Source: an optimization exercise on an open RTL-to-GDS flow (aim: small area, a short achievable clock period and few clock cycles per item). Production flows keep margins and buffers that such runs may drop. Function was checked by simulation only, so behaviour that the tests miss may differ from the original. Power and IR drop assume default switching activity.

==> design.v <==
`default_nettype none
package kct_pkg;
	localparam int KCT_ENTRIES    = 16;
	localparam int KCT_KEY_BITS   = 8;
	localparam int KCT_COUNT_BITS = 16;
	typedef enum logic [1:0] {
		REQ_ADD     = 2'd0,
		REQ_CONSUME = 2'd1,
		REQ_QUERY   = 2'd2,
		REQ_CLEAR   = 2'd3
	} req_t;
	typedef enum logic [2:0] {
		STS_DONE     = 3'd0,
		STS_INVALID  = 3'd1,
		STS_FULL     = 3'd2,
		STS_SHORT    = 3'd3,
		STS_OVERFLOW = 3'd4
	} status_t;
endpackage
`default_nettype wire
`default_nettype none
module kct_cell #(
	parameter int KEY_BITS   = kct_pkg::KCT_KEY_BITS,
	parameter int COUNT_BITS = kct_pkg::KCT_COUNT_BITS
) (
	input  wire logic                  clk,
	input  wire logic                  arst_n,
	input  wire logic                  clr,       
	input  wire logic                  claim,     
	input  wire logic                  remove,    
	input  wire logic                  wr,        
	input  wire logic [KEY_BITS-1:0]   wkey,
	input  wire logic [COUNT_BITS-1:0] wcnt,
	input  wire logic [KEY_BITS-1:0]   cmp_key,
	output logic                       valid,
	output logic [COUNT_BITS-1:0]      cnt,
	output logic                       hit       
);
	logic                  valid_q;
	logic [KEY_BITS-1:0]   key_q;
	logic [COUNT_BITS-1:0] cnt_q;
	logic                  valid_d;
	always_comb begin
		if (clr)
			valid_d = 1'b0;
		else if (claim)
			valid_d = 1'b1;
		else if (remove)
			valid_d = 1'b0;
		else
			valid_d = valid_q;
		hit = valid_q && (key_q == cmp_key);
	end
	always_ff @(posedge clk or negedge arst_n) begin
		if (!arst_n)
			valid_q <= 1'b0;
		else
			valid_q <= valid_d;
	end
	always_ff @(posedge clk) begin
		if (claim)
			key_q <= wkey;
		if (wr)
			cnt_q <= wcnt;
	end
	assign valid = valid_q;
	assign cnt   = cnt_q;
endmodule
`default_nettype wire
`default_nettype none
module keyed_count_table_top #(
	parameter int ENTRIES    = kct_pkg::KCT_ENTRIES,
	parameter int KEY_BITS   = kct_pkg::KCT_KEY_BITS,
	parameter int COUNT_BITS = kct_pkg::KCT_COUNT_BITS
) (
	input  wire logic        clk,
	input  wire logic        arst_n,
	input  wire logic        in_valid,
	output logic             in_ready,
	input  wire logic [1:0]  req_type,
	input  wire logic [7:0]  item_key,
	input  wire logic [15:0] amount,
	output logic             out_valid,
	input  wire logic        out_ready,
	output logic [2:0]       status,
	output logic             enough,
	output logic [15:0]      held_count
);
	logic [ENTRIES-1:0]    t_valid;
	logic [COUNT_BITS-1:0] t_cnt [ENTRIES];
	logic [ENTRIES-1:0]    t_hit;
	logic [ENTRIES-1:0]    t_claim;
	logic [ENTRIES-1:0]    t_remove;
	logic [ENTRIES-1:0]    t_wr;
	logic                  r_vld_q;
	logic [1:0]            r_op_q;
	logic [KEY_BITS-1:0]   r_key_q;
	logic [15:0]           r_amt_q;
	logic                  x_vld_q;
	logic [1:0]            x_op_q;
	logic [KEY_BITS-1:0]   x_key_q;
	logic [15:0]           x_amt_q;
	logic                  x_triv_q;
	logic                  x_found_q;
	logic [3:0]            x_idx_q;      
	logic [ENTRIES-1:0]    x_match;
	logic [COUNT_BITS-1:0] x_held_q;
	logic                  rdy_q;
	logic                  o_vld_q;
	logic [2:0]            o_sts_q;
	logic                  o_en_q;
	logic [15:0]           o_held_q;
	logic                  s_vld_q;
	logic [2:0]            s_sts_q;
	logic                  s_en_q;
	logic [15:0]           s_held_q;
	logic                  accept;
	logic                  exec;
	logic                  r_to_x;
	logic                  o_load;
	logic                  r_vld_d;
	logic                  x_vld_d;
	logic                  s_vld_d;
	logic                  same;
	logic                  x_clr;
	logic                  found_d;
	logic [3:0]            idx_d;
	logic [3:0]            hit_idx;
	logic [3:0]            free_idx;
	logic [COUNT_BITS-1:0] held_tab;
	logic [COUNT_BITS-1:0] held_d;
	logic                  full;
	logic                  all_below;
	logic [ENTRIES-1:0]    free_oh;
	logic [COUNT_BITS:0]   sum;
	logic [COUNT_BITS:0]   diff;
	logic                  ovf;
	logic                  covers;
	logic                  sel_sum;
	logic                  sel_diff;
	logic                  is_add;
	logic                  is_con;
	logic                  do_claim;
	logic                  do_remove;
	kct_pkg::status_t      r_sts;
	logic                  r_en;
	logic [15:0]           r_held;
	for (genvar i = 0; i < ENTRIES; i++) begin : g_cell
		kct_cell #(
			.KEY_BITS   (KEY_BITS),
			.COUNT_BITS (COUNT_BITS)
		) u_cell (
			.clk     (clk),
			.arst_n  (arst_n),
			.clr     (x_clr),
			.claim   (t_claim[i]),
			.remove  (t_remove[i]),
			.wr      (t_wr[i]),
			.wkey    (x_key_q),
			.wcnt    (r_held),
			.cmp_key (r_key_q),
			.valid   (t_valid[i]),
			.cnt     (t_cnt[i]),
			.hit     (t_hit[i])
		);
	end
	always_comb begin
		is_add = (x_op_q == kct_pkg::REQ_ADD);
		is_con = (x_op_q == kct_pkg::REQ_CONSUME);
		x_clr  = exec && (x_op_q == kct_pkg::REQ_CLEAR);
		full   = &t_valid;
		all_below = 1'b1;
		for (int i = 0; i < ENTRIES; i++) begin
			free_oh[i] = !t_valid[i] && all_below;
			all_below  = all_below && t_valid[i];
		end
		sum    = {1'b0, x_held_q} + {1'b0, x_amt_q};
		diff   = {1'b0, x_held_q} - {1'b0, x_amt_q};
		ovf    = sum[COUNT_BITS];
		covers = !diff[COUNT_BITS];
		for (int i = 0; i < ENTRIES; i++)
			x_match[i] = x_found_q && (x_idx_q == 4'(i));
		do_claim  = exec && is_add && !x_triv_q && !x_found_q;
		do_remove = exec && is_con && !x_triv_q && (x_held_q == x_amt_q);
		for (int i = 0; i < ENTRIES; i++) begin
			t_claim[i]  = do_claim && free_oh[i];
			t_remove[i] = do_remove && x_match[i];
			t_wr[i]     = t_claim[i] || (exec && x_match[i]);
		end
		sel_sum  = !x_triv_q && is_add && !ovf && (x_found_q || !full);
		sel_diff = !x_triv_q && is_con && covers;
		r_held   = sel_sum ? sum[COUNT_BITS-1:0] : sel_diff ? diff[COUNT_BITS-1:0] : x_held_q;
		r_sts  = kct_pkg::STS_DONE;
		r_en   = 1'b1;
		unique case (x_op_q)
			kct_pkg::REQ_ADD: begin
				if (x_triv_q) begin
					r_sts = kct_pkg::STS_INVALID;
				end else if (ovf) begin
					r_sts = kct_pkg::STS_OVERFLOW;
					r_en  = covers;
				end else if (!x_found_q && full) begin
					r_sts = kct_pkg::STS_FULL;
					r_en  = 1'b0;
				end
			end
			kct_pkg::REQ_CONSUME: begin
				if (!x_triv_q && !covers) begin
					r_sts = kct_pkg::STS_SHORT;
					r_en  = 1'b0;
				end
			end
			kct_pkg::REQ_QUERY: begin
				r_en = x_triv_q || covers;
			end
			default: begin
				r_en = x_triv_q;
			end
		endcase
	end
	always_comb begin
		same     = x_vld_q && (r_key_q == x_key_q);
		held_tab = '0;
		for (int i = 0; i < ENTRIES; i++)
			held_tab = held_tab | (t_cnt[i] & {COUNT_BITS{t_hit[i]}});
		hit_idx  = '0;
		free_idx = '0;
		for (int i = 0; i < ENTRIES; i++) begin
			if (t_hit[i])
				hit_idx = hit_idx | 4'(i);
			if (free_oh[i])
				free_idx = free_idx | 4'(i);
		end
		if (x_clr) begin
			found_d = 1'b0;
			idx_d   = hit_idx;
		end else if (same) begin
			found_d = (do_claim && !full) || (x_found_q && !do_remove);
			idx_d   = do_claim ? free_idx : x_idx_q;
		end else begin
			found_d = |t_hit;
			idx_d   = hit_idx;
		end
		if (x_clr || r_op_q == kct_pkg::REQ_CLEAR)
			held_d = '0;
		else if (same)
			held_d = r_held;
		else
			held_d = held_tab;
	end
	always_comb begin
		in_ready = rdy_q;
		accept   = in_valid && rdy_q;
		exec     = x_vld_q && !s_vld_q;
		r_to_x   = r_vld_q && (!x_vld_q || exec);
		o_load   = !o_vld_q || out_ready;
		r_vld_d  = accept || (r_vld_q && !r_to_x);
		x_vld_d  = r_to_x || (x_vld_q && !exec);
		s_vld_d  = s_vld_q ? !out_ready : (exec && !o_load);
	end
	always_ff @(posedge clk or negedge arst_n) begin
		if (!arst_n) begin
			rdy_q   <= 1'b1;
			r_vld_q <= 1'b0;
			x_vld_q <= 1'b0;
			o_vld_q <= 1'b0;
			s_vld_q <= 1'b0;
		end else begin
			rdy_q   <= !(r_vld_d && x_vld_d && s_vld_d);
			r_vld_q <= r_vld_d;
			x_vld_q <= x_vld_d;
			s_vld_q <= s_vld_d;
			if (o_load)
				o_vld_q <= s_vld_q || exec;
		end
	end
	always_ff @(posedge clk) begin
		if (accept) begin
			r_op_q  <= req_type;
			r_key_q <= item_key;
			r_amt_q <= amount;
		end
		if (r_to_x) begin
			x_op_q    <= r_op_q;
			x_key_q   <= r_key_q;
			x_amt_q   <= r_amt_q;
			x_triv_q  <= (r_key_q == '0) || (r_amt_q == '0);
			x_found_q <= found_d;
			x_idx_q   <= idx_d;
			x_held_q  <= held_d;
		end
		if (o_load) begin
			if (s_vld_q) begin
				o_sts_q  <= s_sts_q;
				o_en_q   <= s_en_q;
				o_held_q <= s_held_q;
			end else begin
				o_sts_q  <= r_sts;
				o_en_q   <= r_en;
				o_held_q <= r_held;
			end
		end
		if (exec && !o_load) begin
			s_sts_q  <= r_sts;
			s_en_q   <= r_en;
			s_held_q <= r_held;
		end
	end
	assign out_valid  = o_vld_q;
	assign status     = o_sts_q;
	assign enough     = o_en_q;
	assign held_count = o_held_q;
endmodule
`default_nettype wire
==> run.sh <==
#!/bin/bash
# synth_recipe.tcl (not shown) runs the flow's synth.tcl, then flattens the netlist and writes it again
# the make line also repeats each setting of config.mk as NAME=value (left out here)
make -C /OpenROAD-flow-scripts/flow DESIGN_CONFIG=/design/flow/config.mk WORK_HOME=/design/flow/orfs CLKGATE_MAP_FILE= SYNTH_SCRIPT=/design/flow/synth_recipe.tcl finish
==> config.mk <==
export PLATFORM = sky130hd
export DESIGN_NAME = keyed_count_table_top
export DESIGN_NICKNAME = keyed_count_table_top
export VERILOG_FILES = /design/flow/design.v
export SDC_FILE = /design/flow/constraint.sdc
export NUM_CORES = 4
export LEC_CHECK = 0
export CAP_MARGIN = 20
export CORE_MARGIN = 2
export CORE_UTILIZATION = 40
export CTS_CLUSTER_DIAMETER = 150
export CTS_CLUSTER_SIZE = 26
export PLACE_DENSITY = 0.6
export SETUP_SLACK_MARGIN = 5.0
export SLEW_MARGIN = 20
==> constraint.sdc <==
create_clock -name core_clock -period 8.0 [get_ports {clk}]
set_input_delay 1.6000 -clock core_clock [delete_from_list [all_inputs] [get_ports {clk}]]
set_output_delay 1.6000 -clock core_clock [all_outputs]
set_load 0.01 [all_outputs]
==> results of run 1 <==
-- what timing repair did --
action                                  4_1_cts  5_1_grt
endpoints found under the setup margin      590      353
gates cloned                                  5        1
setup buffers                                41       48
resized for setup                           132      107
pin swaps                                    39       32
-- stage by stage --
stage	setup WS [ps]	power [mW]	utilization, %
detailed placement	3770	5.80	43.5
global placement	3820	5.77	43.5
floorplan	4980	5.04	-
global route	4710	8.27	48.1
CTS	4750	7.60	46.4
finish	4820	7.97	48.1
-- kinds of logic after synthesis --
family,synth area share [%]
compound gates,11.5
xor+xnor,5.42
fa+ha+maj,2.01
buf+inv,2.53
flops,70.5
mux,0.809
simple gates,7.25
-- Yosys cell counts, types with 14 or more instances --
cell type and count:
edfxtp_1 498, xnor2_1 99, inv_1 57, nand2_1 56, nor2_1 54, a21oi_1 52, a22oi_1 45, a22o_1 39
xor2_1 37, nand4_1 35, o21ai_0 35, a221oi_1 34, ha_1 32, clkbuf_1 30, nand3_1 30, nor4_1 25
buf_2 21, dfrtp_1 20, and3_1 15, nor3_1 15, mux2_2 14, o21ai_1 14
-- metal layers --
| layer | up-vias | part of all wire [%] | global-route usage [%] |
|---|---|---|---|
| met5 | - | 0 | 0 |
| met4 | 0 | 1.9 | 4.03 |
| met3 | 78 | 6.5 | 2.30 |
| met2 | 517 | 47 | 34.2 |
| met1 | 7141 | 44 | 30.5 |
| li1 | 6010 | - | - |
-- worst min-delay path by stage --
stage,slack [ps],start,to
6_report,460,r_amt_q[7],x_amt_q[7]
3_5_place_dp,440,r_amt_q[12],x_amt_q[12]
4_1_cts,470,r_amt_q[7],x_amt_q[7]
3_3_place_gp,440,r_amt_q[7],x_amt_q[7]
2_1_floorplan,420,r_key_q[0],x_key_q[0]
5_1_grt,480,r_amt_q[7],x_amt_q[7]
-- cell type report --
| class | instances | area (sq um) |
|---|---|---|
| fill | 4570 | 28100 |
| sequential | 519 | 15500 |
| multi-input combinational | 823 | 6940 |
| timing repair buffer | 184 | 1820 |
| tap | 696 | 871 |
| clock buffer | 32 | 609 |
| inverter | 57 | 238 |
| timing repair inverter | 1 | 7.51 |
-- power breakdown --
group	internal [mW]	switching [mW]	total (mW)
clock network	0.535	0.798	1.33
registers	3.66	0.172	3.83
logic	1.13	1.67	2.80
total	5.33	2.64	7.97
-- flip-flops by register name, summed over array words and instances (netlist names), 16 cells and up --
signal	flops
x_held_q	16
g_cell.u_cell.valid_q	16
g_cell.u_cell.key_q	128
x_amt_q	16
o_held_q	16
g_cell.u_cell.cnt_q	256
s_held_q	16
r_amt_q	16
-- worst max-delay path, stage by stage, from the launching register on --
cell and delay, ps:
edfxtp_1 480, ha_2 220, inv_2 50, fa_2 210, nor2_4 50, o311ai_4 270, a41oi_4 200, a221oi_4 410
o21ba_4 260, buf_6 150, a21oi_2 50, o21a_1 130, o22a_4 220, mux2_4 260
==> flow_metrics.env, run 1 <==
export IMPL_fin_area_sq_um=26000
export IMPL_core_sq_um=54000
export IMPL_ys_seq_elements=519
export IMPL_synth_cells=1465
export IMPL_cts_buffer_depth=3
export IMPL_ys_warnings_count=3
export IMPL_hpwlAfterDp_microns=35500
export IMPL_finalSetupViolCount=0
export IMPL_worstRegToRegCells=13
export IMPL_synth_edf_count=498
export IMPL_dieHeight_microns=238
export IMPL_area_growth_pct=18.2
export IMPL_cap_violations=0
export IMPL_critPathKind="reg -> reg"
export IMPL_post_drt_wl_per_cell_microns=26.2
export IMPL_clk_pin_slew_ps=110
export IMPL_first_global_vias=13300
export IMPL_cts_tree="built"
export IMPL_syn_area_per_cell_sq_um=15.0
export IMPL_finalCritPeriodShare_pct=39.8
export IMPL_r2r_start="x_held_q[0]"
export IMPL_insertion_delay_ps=580
export IMPL_fin_skew_ps=20.7
export IMPL_yosysSeqAreaShare_pct=70.5
export IMPL_grt_usage_pct=20.9
export IMPL_endpoint="o_held_q[13]"
export IMPL_required_ps=8340
export IMPL_drt_pass1_iter_count=5
export IMPL_holdCritPathClass="reg -> reg"
export IMPL_postPlaceCellArea_sq_um=23500
export IMPL_cts_sinks=519
export IMPL_placed_cells=2185
export IMPL_via_per_inst=5.95
export IMPL_fin_cells=2312
export IMPL_synth_top_cell_area_share_pct=68.1
export IMPL_whs_ps=462
export IMPL_die_x_microns=238
export IMPL_hold_path_depth=0
export IMPL_mostFrequentLayoutCells="498 x edfxtp_1, 99 x xnor2_1, 87 x buf_4"
export IMPL_synth_area_leader_cell="edfxtp_1"
export IMPL_floorplan_rows=85
export IMPL_rsz0062_at_grt="true"
export IMPL_io_buffers=51
export IMPL_synth_main_ff_cell="edfxtp_1"
export IMPL_setup_worst_path_start="x_held_q[0]"
export IMPL_async_reset_ff_share_pct=4.05
export IMPL_grt_pass1_wl_microns=88800
export IMPL_slew_limit_headroom_pct=36.5
export IMPL_grt_max_degree=28
export IMPL_min_period_ps=3180
export IMPL_hold_viol_final=0
export IMPL_powerDensity_nw_per_um2=307
export IMPL_drtIter0Drc=1375
export IMPL_worst_setup_path_start_kind="register"
export IMPL_antenna_found_initial=0
export IMPL_nNetsFinal=1673
export IMPL_fp_dieArea_sq_um=56800
export IMPL_final_common_cell="edfxtp_1"
export IMPL_vdd_drop_max_v=0.000154
export IMPL_crit_path_end_kind="register"
export IMPL_syn_num_nets=1529
export IMPL_status="no timing/DRC/antenna violations"
export IMPL_drive_gt1_share_pct=20.5
export IMPL_p_leak_nw=8.69
export IMPL_initial_core_util_pct=40.6
export IMPL_drc=0
export IMPL_critPathMaxFanout=7
export IMPL_fmax_mhz=314
export IMPL_diodes=0
export IMPL_ioPinCount=52
export IMPL_ctsHoldBuffers=0
export IMPL_reg2reg_slack_ps=4820
export IMPL_r2r_end="o_held_q[13]"
export IMPL_cts_buffers=23
export IMPL_h_tree_depth=1
export IMPL_syn_cell_area_sq_um=22000
export IMPL_slew_viol_final=0
export IMPL_num_vias=13700
export IMPL_grt_overflow_total=0
export IMPL_cts_root_buf="clkbuf_16"
export IMPL_globalplace_congestion=0.898
export IMPL_ant_nets=0
export IMPL_worst_slew_pin_slew_ps=949
export IMPL_setup_tns_ps=0
export IMPL_synthDistinctLibCells=75
export IMPL_synth_area_leaders="edfxtp_1 68%, xnor2_1 3.9%, dfrtp_1 2.3%"
export IMPL_crit_arrival_ps=3530
export IMPL_postRouteWirelength_microns=60500
Testbench counts, summed over its fixed seeds: cycles 12,024, items 12,000.
==> run 2, diff against run 1 <==
--- a/config.mk
+++ b/config.mk
@@ -8,8 +8,8 @@
 export CAP_MARGIN = 20
 export CORE_MARGIN = 2
-export CORE_UTILIZATION = 40
+export CORE_UTILIZATION = 45
 export CTS_CLUSTER_DIAMETER = 150
 export CTS_CLUSTER_SIZE = 26
-export PLACE_DENSITY = 0.6
+export PLACE_DENSITY = 0.65
 export SETUP_SLACK_MARGIN = 5.0
 export SLEW_MARGIN = 20
==> run 2 against run 1 <==
Net effect:
- cell count fell by 2.9%
- worst hold slack improved by 6.6 ps
- power is 2.4% higher
- via count is 0.81% higher
- largest power group unchanged
==> flow_metrics.env, run 2 <==
export IMPL_status="no timing/DRC/antenna violations"
export IMPL_register_area_sq_um=15500
export IMPL_clk_pin_slew_ps=110
export IMPL_switchingPower_mw=2.68
export IMPL_vdd_drop_max_v=0.000167
export IMPL_reg_top3="g_cell.u_cell.cnt_q: 256 flops, g_cell.u_cell.key_q: 128 flops"
export IMPL_synth_area_leader_cell="edfxtp_1"
export IMPL_synth_most_common_cell="edfxtp_1"
export IMPL_crit_arrival_ps=3570
export IMPL_synth_edf_count=498
export IMPL_holdPathEnd="x_amt_q[7]"
export IMPL_required_ps=8330
export IMPL_synth_main_ff_cell="edfxtp_1"
export IMPL_via_per_inst=6.17
export IMPL_worst_setup_path_start_kind="register"
export IMPL_top_register="g_cell.u_cell.cnt_q"
export IMPL_grt_max_degree=28
export IMPL_rsz0062_at_grt="true"
export IMPL_multiInputGateArea_sq_um=6850
export IMPL_fill_cells=3774
export IMPL_grt_overflow_total=0
export IMPL_hold_path_depth=0
export IMPL_cts_sinks=519
export IMPL_antenna_found_initial=0
export IMPL_drc=0
export IMPL_cpPeakStageDelay_ps=490
export IMPL_largest_reg_flops=256
export IMPL_hold_start="r_amt_q[7]"
export IMPL_worst_slew_pin_slew_ps=954
export IMPL_mostFrequentLayoutCells="498 x edfxtp_1, 99 x xnor2_1, 89 x buf_4"
export IMPL_drtIter0Drc=1446
export IMPL_slew_viol_final=0
export IMPL_cap_violations=0
export IMPL_yosysSeqAreaShare_pct=70.5
export IMPL_cts_buffers=23
export IMPL_insertion_delay_ps=570
export IMPL_nNetsFinal=1687
export IMPL_hold_viol_final=0
export IMPL_async_reset_ff_share_pct=4.05
export IMPL_ys_seq_elements=519
export IMPL_floorplan_rows=80
export IMPL_fp_dieArea_sq_um=50600
export IMPL_r2r_start="x_held_q[11]"
export IMPL_diodes=0
export IMPL_ant_nets=0
export IMPL_synthDistinctLibCells=75
export IMPL_powerDensity_nw_per_um2=314
export IMPL_power_frac_seq_pct=47.0
export IMPL_post_drt_wl_per_cell_microns=26.5
export IMPL_core_sq_um=47900
export IMPL_syn_area_per_cell_sq_um=15.0
export IMPL_cpMaxStageDelayCell="edfxtp_1"
export IMPL_cts_tree="built"
export IMPL_clockPowerShare_pct=16.2
export IMPL_cpMostUsedCell="buf_6"
export IMPL_critPathTopFamily="compound AO/OA/AOI/OAI gates"
export IMPL_synth_cells=1465
export IMPL_globalplace_congestion=0.883
export IMPL_swShare_pct=32.8
export IMPL_cts_buffer_depth=3
export IMPL_critPathMaxFanout=8
export IMPL_critPathKind="reg -> reg"
export IMPL_setup_tns_ps=0
export IMPL_critPathBufInv=5
export IMPL_synthTopCellsByCount="498 x edfxtp_1, 99 x xnor2_1, 57 x inv_1"
export IMPL_synth_top_cell_area_share_pct=68.1
export IMPL_cts_root_buf="clkbuf_16"
export IMPL_fin_skew_ps=23.8
export IMPL_initial_core_util_pct=45.8
export IMPL_finalCritPeriodShare_pct=40.6
export IMPL_fmax_mhz=308
export IMPL_reg2reg_slack_ps=4750
export IMPL_io_buffers=51
export IMPL_cp_cell_sequence="buf_4 > ha_1 > nor2_1 > a211oi_1 > o31ai_1 > nand3_1 > o21ba_4 > buf_6 > buf_6 > a21oi_2 > o21a_1 > o22a_4 > buf_12 > buf_16"
export IMPL_min_period_ps=3250
export IMPL_postRouteWirelength_microns=59400
export IMPL_drive_gt1_share_pct=20.7
export IMPL_slew_limit_headroom_pct=36.2
export IMPL_drt_pass1_iter_count=8
export IMPL_h_tree_depth=1
export IMPL_num_vias=13900
export IMPL_syn_cell_area_sq_um=22000
export IMPL_syn_num_nets=1529
export IMPL_synth_area_leaders="edfxtp_1 68%, xnor2_1 3.9%, dfrtp_1 2.3%"
export IMPL_grt_usage_pct=23.2
export IMPL_holdCritPathClass="reg -> reg"
export IMPL_crit_path_end_kind="register"
export IMPL_finalSetupViolCount=0
export IMPL_hpwlAfterDp_microns=34600
export IMPL_grt_pass1_wl_microns=87800
export IMPL_ioPinCount=52
export IMPL_dieHeight_microns=225
export IMPL_first_global_vias=13600
export IMPL_die_x_microns=225
export IMPL_ys_warnings_count=3
export IMPL_worstRegToRegCells=14
export IMPL_p_leak_nw=8.78
export IMPL_p_comb_share_pct=36.8
export IMPL_area_growth_pct=18.4
export IMPL_ctsHoldBuffers=0
export IMPL_intPower_mw=5.48
export IMPL_whs_ps=468
export IMPL_r2r_end="s_held_q[13]"
export IMPL_final_common_cell="edfxtp_1"
## run 2: changes by cell type in the layout (fill, tap and decap cells not counted), moves of 3 or more
cell / before / now
buf_16: 1 / 7
buf_6: 25 / 31
ha_2: 10 / 7
a21oi_1: 46 / 49
o21ai_2: 19 / 15
o21ai_1: 3 / 7
ha_4: 4 / 8
mux2_4: 6 / 9
inv_2: 2 / 5
mux2_2: 8 / 5
## run 2: worst register-to-register path, stage by stage (launching register included)
cell,delay [ps]
edfxtp_1,490
buf_4,190
ha_1,210
nor2_1,130
a211oi_1,110
o31ai_1,370
nand3_1,260
o21ba_4,380
buf_6,130
buf_6,90
a21oi_2,40
o21a_1,120
o22a_4,220
buf_12,150
buf_16,140
## run 2: kinds of logic (layout without fill, tap and decap cells)
group	Yosys count	after routing	share of synthesized area (%)
flops	519	519	70.5
compound gates	336	337	11.5
simple gates	299	300	7.25
xor+xnor	136	136	5.42
buf+inv	125	288	2.53
fa+ha+maj	34	34	2.01
mux	16	16	0.809
## run 2: timing repair
| action | CTS | global route |
|---|---|---|
| setup endpoints to repair | 506 | 398 |
| pin swaps | 51 | 26 |
| resized for setup | 175 | 64 |
| buffers inserted | 57 | 37 |
| gates cloned | 11 | 2 |
| endpoints found under the hold margin | 0 | 0 |
## run 2: layout make-up
cell class / instances / share of cell area (%)
flip-flops and latches: 519 / 59.5
multi-input cells: 823 / 26.4
repair inverters: 3 / 0.101
well taps: 615 / 2.96
inverters: 57 / 0.890
repair buffers: 196 / 7.80
clock buffers: 32 / 2.34
## run 2: per-layer routing
metal	up-vias	routed length (microns)	GRT usage, %
li1	6039	-	-
met3	100	5080	3.30
met2	658	28200	38.4
met1	7060	24600	32.5
met4	0	1560	6.13
met5	-	0	0
## run 2: power groups by stage
stage	clock, mW	sequential [mW]	combinational, mW
floorplan	0	3.87	1.18
global placement	0	3.95	1.80
detailed placement	0	3.96	1.83
CTS	1.34	3.89	2.57
global route	1.42	3.86	3.17
finish	1.32	3.84	3.00
## run 2: worst max-delay path by stage
stage                       startpoint            to  depth (start not counted)
final                     x_held_q[11]  s_held_q[13]                         14
after global routing       x_amt_q[11]  o_held_q[11]                         12
after CTS                  x_held_q[0]  o_held_q[13]                         14
after detailed placement   x_held_q[0]   o_held_q[4]                         12
after global placement     x_held_q[2]   o_held_q[4]                         10
after floorplan             x_amt_q[0]   o_held_q[7]                         13
## run 2: through the flow
stage | setup slack (ps) | util, % | instance area, sq um | instances | power [mW]
detailed placement | 3870 | 48.8 | 23400 | 2106 | 5.78
global route | 4670 | 54.2 | 26000 | 2245 | 8.46
global placement | 3940 | 48.8 | 23400 | 2106 | 5.75
CTS | 4770 | 53.0 | 25400 | 2206 | 7.81
floorplan | 4980 | - | 22000 | 1465 | 5.04
finish | 4750 | 54.2 | 26000 | 2245 | 8.16
==> run 3, diff against run 2 <==
--- a/config.mk
+++ b/config.mk
@@ -8,8 +8,8 @@
 export CAP_MARGIN = 20
 export CORE_MARGIN = 2
-export CORE_UTILIZATION = 45
+export CORE_UTILIZATION = 40
 export CTS_CLUSTER_DIAMETER = 150
 export CTS_CLUSTER_SIZE = 26
-export PLACE_DENSITY = 0.65
+export PLACE_DENSITY = 0.7
 export SETUP_SLACK_MARGIN = 5.0
 export SLEW_MARGIN = 20
==> run 3 against run 2 <==
Net effect:
- still clean on timing, DRC and antenna
- combinational power shrank 16%
- largest power group unchanged
- first-iteration DRC count grew 20%
- utilization shrank 7.2 points
- sequential power grew 1%
- clock skew grew 7.8 ps
- critical endpoint is now o_held_q[3]
- sequential cell count is the same
- sequential share of layout area grew 1.3 points
- setup slack gained 100 ps
==> flow_metrics.env, run 3 <==
export IMPL_synthDistinctLibCells=75
export IMPL_post_drt_wl_per_cell_microns=25.1
export IMPL_h_tree_depth=1
export IMPL_crit_arrival_ps=3470
export IMPL_crit_path_end_kind="register"
export IMPL_finalSetupViolCount=0
export IMPL_yosysSeqAreaShare_pct=70.5
export IMPL_drtIter0Drc=1737
export IMPL_postRouteWirelength_microns=57200
export IMPL_worstRegToRegCells=8
export IMPL_synth_cells=1465
export IMPL_hold_viol_final=0
export IMPL_clk_pin_slew_ps=120
export IMPL_grt_max_degree=46
export IMPL_syn_area_per_cell_sq_um=15.0
export IMPL_ys_seq_elements=519
export IMPL_cts_buffer_depth=3
export IMPL_first_global_vias=13200
export IMPL_status="no timing/DRC/antenna violations"
export IMPL_cts_tree="built"
export IMPL_critPathTopFamily="simple AND/OR/NAND/NOR gates"
export IMPL_finalCritPeriodShare_pct=39.3
export IMPL_worst_slew_pin_slew_ps=1070
export IMPL_dieHeight_microns=238
export IMPL_grt_usage_pct=19.8
export IMPL_fin_area_sq_um=25400
export IMPL_placed_cells=2183
export IMPL_p_leak_nw=8.45
export IMPL_ant_nets=0
export IMPL_async_reset_ff_share_pct=4.05
export IMPL_grt_overflow_total=0
export IMPL_vdd_drop_max_v=0.000171
export IMPL_largest_reg_flops=256
export IMPL_final_common_cell="edfxtp_1"
export IMPL_top_register="g_cell.u_cell.cnt_q"
export IMPL_grt_pass1_wl_microns=84800
export IMPL_ioPinCount=52
export IMPL_num_vias=13700
export IMPL_critPathKind="reg -> reg"
export IMPL_reg_top3="g_cell.u_cell.cnt_q: 256 flops, g_cell.u_cell.key_q: 128 flops"
export IMPL_core_sq_um=54000
export IMPL_nNetsFinal=1638
export IMPL_synth_area_leaders="edfxtp_1 68%, xnor2_1 3.9%, dfrtp_1 2.3%"
export IMPL_synth_edf_count=498
export IMPL_final_util_pct=47.1
export IMPL_worst_setup_path_start_kind="register"
export IMPL_floorplan_rows=85
export IMPL_required_ps=8320
export IMPL_fp_dieArea_sq_um=56800
export IMPL_cts_sinks=519
export IMPL_fmax_mhz=318
export IMPL_fill_cells=4557
export IMPL_cp_cell_sequence="ha_4 > or2_2 > or4_4 > o21ba_4 > buf_12 > a221o_1 > a22o_4 > mux2_4"
export IMPL_io_buffers=51
export IMPL_hold_path_depth=0
export IMPL_hpwlAfterDp_microns=34200
export IMPL_synth_area_leader_cell="edfxtp_1"
export IMPL_min_period_ps=3150
export IMPL_cap_violations=0
export IMPL_ctsHoldBuffers=0
export IMPL_cpMaxStageDelayCell="or4_4"
export IMPL_drt_pass1_iter_count=5
export IMPL_cts_buffers=23
export IMPL_diodes=0
export IMPL_syn_cell_area_sq_um=22000
export IMPL_syn_num_nets=1529
export IMPL_slew_limit_headroom_pct=28.2
export IMPL_cpPeakStageDelay_ps=540
export IMPL_globalplace_congestion=0.914
export IMPL_initial_core_util_pct=40.6
export IMPL_synth_top_cell_area_share_pct=68.1
export IMPL_rsz0062_at_grt="true"
export IMPL_synth_main_ff_cell="edfxtp_1"
export IMPL_area_growth_pct=15.8
export IMPL_cts_root_buf="clkbuf_16"
export IMPL_synth_most_common_cell="edfxtp_1"
export IMPL_drive_gt1_share_pct=18.1
export IMPL_setup_tns_ps=0
export IMPL_die_x_microns=238
export IMPL_insertion_delay_ps=580
export IMPL_powerDensity_nw_per_um2=303
export IMPL_antenna_found_initial=0
export IMPL_crit_cells=8
export IMPL_via_per_inst=6.01
export IMPL_mostFrequentLayoutCells="498 x edfxtp_1, 99 x xnor2_1, 68 x buf_4"
export IMPL_fin_cells=2277
export IMPL_finalPower_mw=7.71
export IMPL_slew_viol_final=0
export IMPL_synthTopCellsByCount="498 x edfxtp_1, 99 x xnor2_1, 57 x inv_1"
export IMPL_postPlaceCellArea_sq_um=23500
export IMPL_fin_skew_ps=31.6
export IMPL_critPathMaxFanout=8
export IMPL_holdCritPathClass="reg -> reg"
export IMPL_drc=0
export IMPL_ys_warnings_count=3
export IMPL_critPathBufInv=1
-- run 3: path summary, 6_finish.rpt --
path	from	slack [ps]	end
min in group asynchronous	arst_n	990	g_cell[5].u_cell.valid_q
hold / removal	r_amt_q[7]	470	x_amt_q[7]
hold reg to reg	r_amt_q[7]	470	x_amt_q[7]
setup / recovery	x_held_q[11]	4850	o_held_q[3]
setup reg to reg	x_held_q[11]	4850	o_held_q[3]
max in group asynchronous	arst_n	6620	rdy_q
-- run 3: area by class of cell --
cell class              count  area [sq um]  share of cell area [%]
clock buffers              32           609                    2.40
inverters                  57           229                   0.900
multi-input cells         823          6820                    26.8
flip-flops and latches    519         15500                    60.9
well taps                 696           871                    3.42
repair buffers            149          1420                    5.57
repair inverters            1          7.51                  0.0295
-- run 3: what timing repair did --
action	CTS	global route
buffers inserted	42	16
pin swaps	32	22
cloned	1	3
resized for setup	120	72
setup endpoints to repair	357	339
-- run 3: kinds of logic (layout without fill, tap and decap cells) --
| logic type | count (synthesis) | after routing | share of synthesized area [%] |
|---|---|---|---|
| xor+xnor | 136 | 136 | 5.42 |
| fa+ha+maj | 34 | 34 | 2.01 |
| buf+inv | 125 | 239 | 2.53 |
| compound gates | 336 | 336 | 11.5 |
| flops | 519 | 519 | 70.5 |
| mux | 16 | 16 | 0.809 |
| simple gates | 299 | 301 | 7.25 |
-- run 3: power by group --
part	switching, mW	internal (mW)	total [mW]
clock	0.779	0.534	1.31
combinational	1.52	0.990	2.51
sequential	0.218	3.66	3.88
-- run 3: worst reg2reg max path, cell delays in order (launching register included) --
cell and delay, ps:
edfxtp_1 500, ha_4 300, or2_2 330, or4_4 540, o21ba_4 250, buf_12 140
a221o_1 310, a22o_4 250, mux2_4 260
-- run 3: routing by layer --
| metal | global-route usage (%) | part of all wire (%) | vias up |
|---|---|---|---|
| li1 | - | - | 5929 |
| met1 | 27.4 | 42 | 6982 |
| met2 | 32.8 | 47 | 665 |
| met3 | 2.80 | 8.2 | 120 |
| met4 | 5.45 | 2.8 | 0 |
| met5 | 0 | 0 | - |
-- run 3: metrics by stage --
stage,hold WS [ps],worst slack [ps]
after floorplan,421,4980
after global placement,451,3950
after detailed placement,445,3910
after CTS,475,4900
after global routing,476,4780
final,475,4850
==> run 4, diff against run 3 <==
--- a/config.mk
+++ b/config.mk
@@ -12,4 +12,4 @@
 export CTS_CLUSTER_SIZE = 26
 export PLACE_DENSITY = 0.7
-export SETUP_SLACK_MARGIN = 5.0
+export SETUP_SLACK_MARGIN = 4.8
 export SLEW_MARGIN = 20
==> run 4 against run 3 <==
Net effect:
- worst hold slack improved by 8.2 ps
- largest cell class unchanged
- still clean
- global-route usage decreased by 0.19 points
- clock-buffer cell count decreased by 1
- largest power group unchanged
- power decreased by 1.6%
- utilization decreased by 0.60 points
- non-clock buffer count decreased by 6
- cell count decreased by 0.40%
- combinational power decreased by 6%
- wire length decreased by 0.38%
==> flow_metrics.env, run 4 <==
export IMPL_synth_edf_count=498
export IMPL_drtIter0Drc=1566
export IMPL_worst_setup_path_start_kind="register"
export IMPL_clk_pin_slew_ps=110
export IMPL_swShare_pct=32.4
export IMPL_grt_overflow_total=0
export IMPL_synthTopCellsByCount="498 x edfxtp_1, 99 x xnor2_1, 57 x inv_1"
export IMPL_muxShareOfSynthArea_pct=0.809
export IMPL_final_common_cell="edfxtp_1"
export IMPL_cts_sinks=519
export IMPL_worst_slew_pin_slew_ps=927
export IMPL_h_tree_depth=1
export IMPL_power_frac_seq_pct=51.6
export IMPL_syn_cell_area_sq_um=22000
export IMPL_yosysSeqAreaShare_pct=70.5
export IMPL_cts_tree="built"
export IMPL_p_leak_nw=8.33
export IMPL_holdCritPathClass="reg -> reg"
export IMPL_powerDensity_nw_per_um2=302
export IMPL_synth_area_leaders="edfxtp_1 68%, xnor2_1 3.9%, dfrtp_1 2.3%"
export IMPL_setup_tns_ps=0
export IMPL_grt_usage_pct=19.6
export IMPL_hpwlAfterDp_microns=33900
export IMPL_synth_fa_ha_area_share_pct=2.01
export IMPL_cts_buffers=23
export IMPL_synth_xor_area_share_pct=5.42
export IMPL_dieHeight_microns=238
export IMPL_synth_most_common_cell="edfxtp_1"
export IMPL_ctsHoldBuffers=0
export IMPL_intPower_mw=5.12
export IMPL_largest_reg_flops=256
export IMPL_final_util_pct=46.5
export IMPL_hold_viol_final=0
export IMPL_synth_top_family_by_area="compound AO/OA/AOI/OAI gates"
export IMPL_postRouteWirelength_microns=57000
export IMPL_synth_cells=1465
export IMPL_drc=0
export IMPL_globalplace_congestion=0.884
export IMPL_status="no timing/DRC/antenna violations"
export IMPL_grt_pass1_wl_microns=83800
export IMPL_nNetsFinal=1630
export IMPL_drt_pass1_iter_count=5
export IMPL_syn_num_nets=1529
export IMPL_ioPinCount=52
export IMPL_cts_buffer_depth=3
export IMPL_initial_core_util_pct=40.6
export IMPL_async_reset_ff_share_pct=4.05
export IMPL_required_ps=8330
export IMPL_switchingPower_mw=2.46
export IMPL_grt_max_degree=37
export IMPL_crit_path_end_kind="register"
export IMPL_rsz0062_at_grt="true"
export IMPL_synth_top_cell_area_share_pct=68.1
export IMPL_synth_compound_area_share_pct=11.5
export IMPL_syn_area_per_cell_sq_um=15.0
export IMPL_crit_arrival_ps=3610
export IMPL_fin_skew_ps=23.3
export IMPL_ant_nets=0
export IMPL_insertion_delay_ps=580
export IMPL_finalCritPeriodShare_pct=41.0
export IMPL_ys_warnings_count=3
export IMPL_setup_worst_path_start="x_held_q[0]"
export IMPL_fmax_mhz=305
export IMPL_cap_violations=0
export IMPL_p_comb_share_pct=31.2
export IMPL_whs_ps=483
export IMPL_drive_gt1_share_pct=15.8
export IMPL_first_global_vias=13100
export IMPL_mostFrequentLayoutCells="498 x edfxtp_1, 99 x xnor2_1, 70 x buf_4"
export IMPL_core_sq_um=54000
export IMPL_hold_start="r_amt_q[6]"
export IMPL_via_per_inst=5.99
export IMPL_num_vias=13600
export IMPL_fp_dieArea_sq_um=56800
export IMPL_cts_root_buf="clkbuf_16"
export IMPL_top_register="g_cell.u_cell.cnt_q"
export IMPL_clockPowerShare_pct=17.3
export IMPL_diodes=0
export IMPL_io_buffers=51
export IMPL_finalSetupViolCount=0
export IMPL_slew_limit_headroom_pct=38.2
export IMPL_critPathMaxFanout=7
export IMPL_min_period_ps=3280
export IMPL_synth_area_leader_cell="edfxtp_1"
export IMPL_post_drt_wl_per_cell_microns=25.1
export IMPL_area_growth_pct=14.4
export IMPL_floorplan_rows=85
export IMPL_critPathKind="reg -> reg"
export IMPL_r2r_start="x_held_q[0]"
export IMPL_finalPower_mw=7.58
export IMPL_synthDistinctLibCells=75
export IMPL_die_x_microns=238
export IMPL_synth_simple_gate_area_share_pct=7.25
export IMPL_vdd_drop_max_v=0.000180
export IMPL_reg_top3="g_cell.u_cell.cnt_q: 256 flops, g_cell.u_cell.key_q: 128 flops"
export IMPL_synth_main_ff_cell="edfxtp_1"
export IMPL_ys_seq_elements=519
export IMPL_slew_viol_final=0
export IMPL_antenna_found_initial=0
## run 4: cell counts after synthesis
Identical to the previous run, type by type.
## run 4: path summary, 6_finish.rpt
path	cells after the start	slack, ps	endpoint
max in group asynchronous	1	6610	s_vld_q
min in group asynchronous	1	1000	g_cell[10].u_cell.valid_q
max reg2reg	13	4720	o_held_q[11]
min reg2reg	0	480	x_amt_q[6]
min	0	480	x_amt_q[6]
max	13	4720	o_held_q[11]
## run 4: timing repair
action	4_1_cts	5_1_grt
gates cloned	1	1
resized for setup	58	83
pin swaps	13	31
setup buffers	28	19
setup endpoints to repair	600	259
## run 4: logic make-up after synthesis
| logic type | count (synthesis) |
|---|---|
| simple gates | 299 |
| buf+inv | 125 |
| flops | 519 |
| mux | 16 |
| compound gates | 336 |
| xor+xnor | 136 |
| fa+ha+maj | 34 |
## run 4: cell type report
class	count	area, sq um
clock buffers	31	606
fillers	4567	28900
inverters	57	228
multi-input cells	822	6580
flip-flops and latches	519	15500
well taps	696	871
repair buffers	143	1350
## run 4: power groups by stage
stage	clock, mW	combinational [mW]	sequential, mW
after CTS	1.33	2.02	3.90
after global placement	0	1.73	3.96
final	1.31	2.36	3.91
after detailed placement	0	1.75	3.97
after floorplan	0	1.13	3.87
after global routing	1.43	2.51	3.94
## run 4: critical path, cell delays in order, from the launching register on
cell      delay (ps)
edfxtp_1         380
ha_2             190
inv_2             40
fa_2             420
nor2_4           130
o311ai_4         120
a41oi_2          280
a221oi_4         120
buf_4            150
o21ba_4          250
buf_12           140
a221o_1          300
a22o_4           260
mux2_4           260
## run 4: metal layers
| metal | up-vias | share of wire (%) | track usage, % |
|---|---|---|---|
| li1 | 5925 | - | - |
| met1 | 6926 | 41 | 26.4 |
| met2 | 642 | 49 | 33.4 |
| met3 | 103 | 7.2 | 2.60 |
| met4 | 0 | 2.7 | 5.55 |
| met5 | - | 0 | 0 |
## run 4: metrics by stage
step	instances	setup WS, ps	area [sq um]
2_1_floorplan	1465	4850	22000
3_3_place_gp	2188	3900	23400
3_5_place_dp	2188	3760	23400
4_1_cts	2248	4730	24600
5_1_grt	2268	4630	25100
6_report	2268	4720	25100

-- what the ideal ports hide --
No port has a modelled driver above. Below, the same layouts with a new extraction and two added sets of constraints.
Step 1 sets driving cells, clkbuf_16 on the clock port and buf_2 on the other inputs (assumed; they add their load-dependent delay and slew).
Step 2 moves the port delays by t, midway between the first and last clock arrival at a register: inputs arrive t later, outputs are due t later. That takes back most of the time a late clock gives input paths.
Three values: ideal ports, drivers, drivers and shift; two values: the first two.
| run | shift t [ns] | setup slack, ns | slew at the worst register clock pin (ns) |
|---|---|---|---|
| run 1 | 0.625 | 4.818 / 4.818 / 4.471 | 0.11 / 0.11 |
| run 2 | 0.620 | 4.751 / 4.751 / 4.496 | 0.12 / 0.12 |
| run 3 | 0.629 | 4.854 / 4.854 / 4.474 | 0.12 / 0.12 |
| run 4 | 0.629 | 4.720 / 4.720 / 4.513 | 0.11 / 0.11 |
After both steps setup and hold are still met in every run listed. For run 3, which loses most, drivers alone change the setup slack by 0.000 ns; drivers and shift together by -0.380 ns.
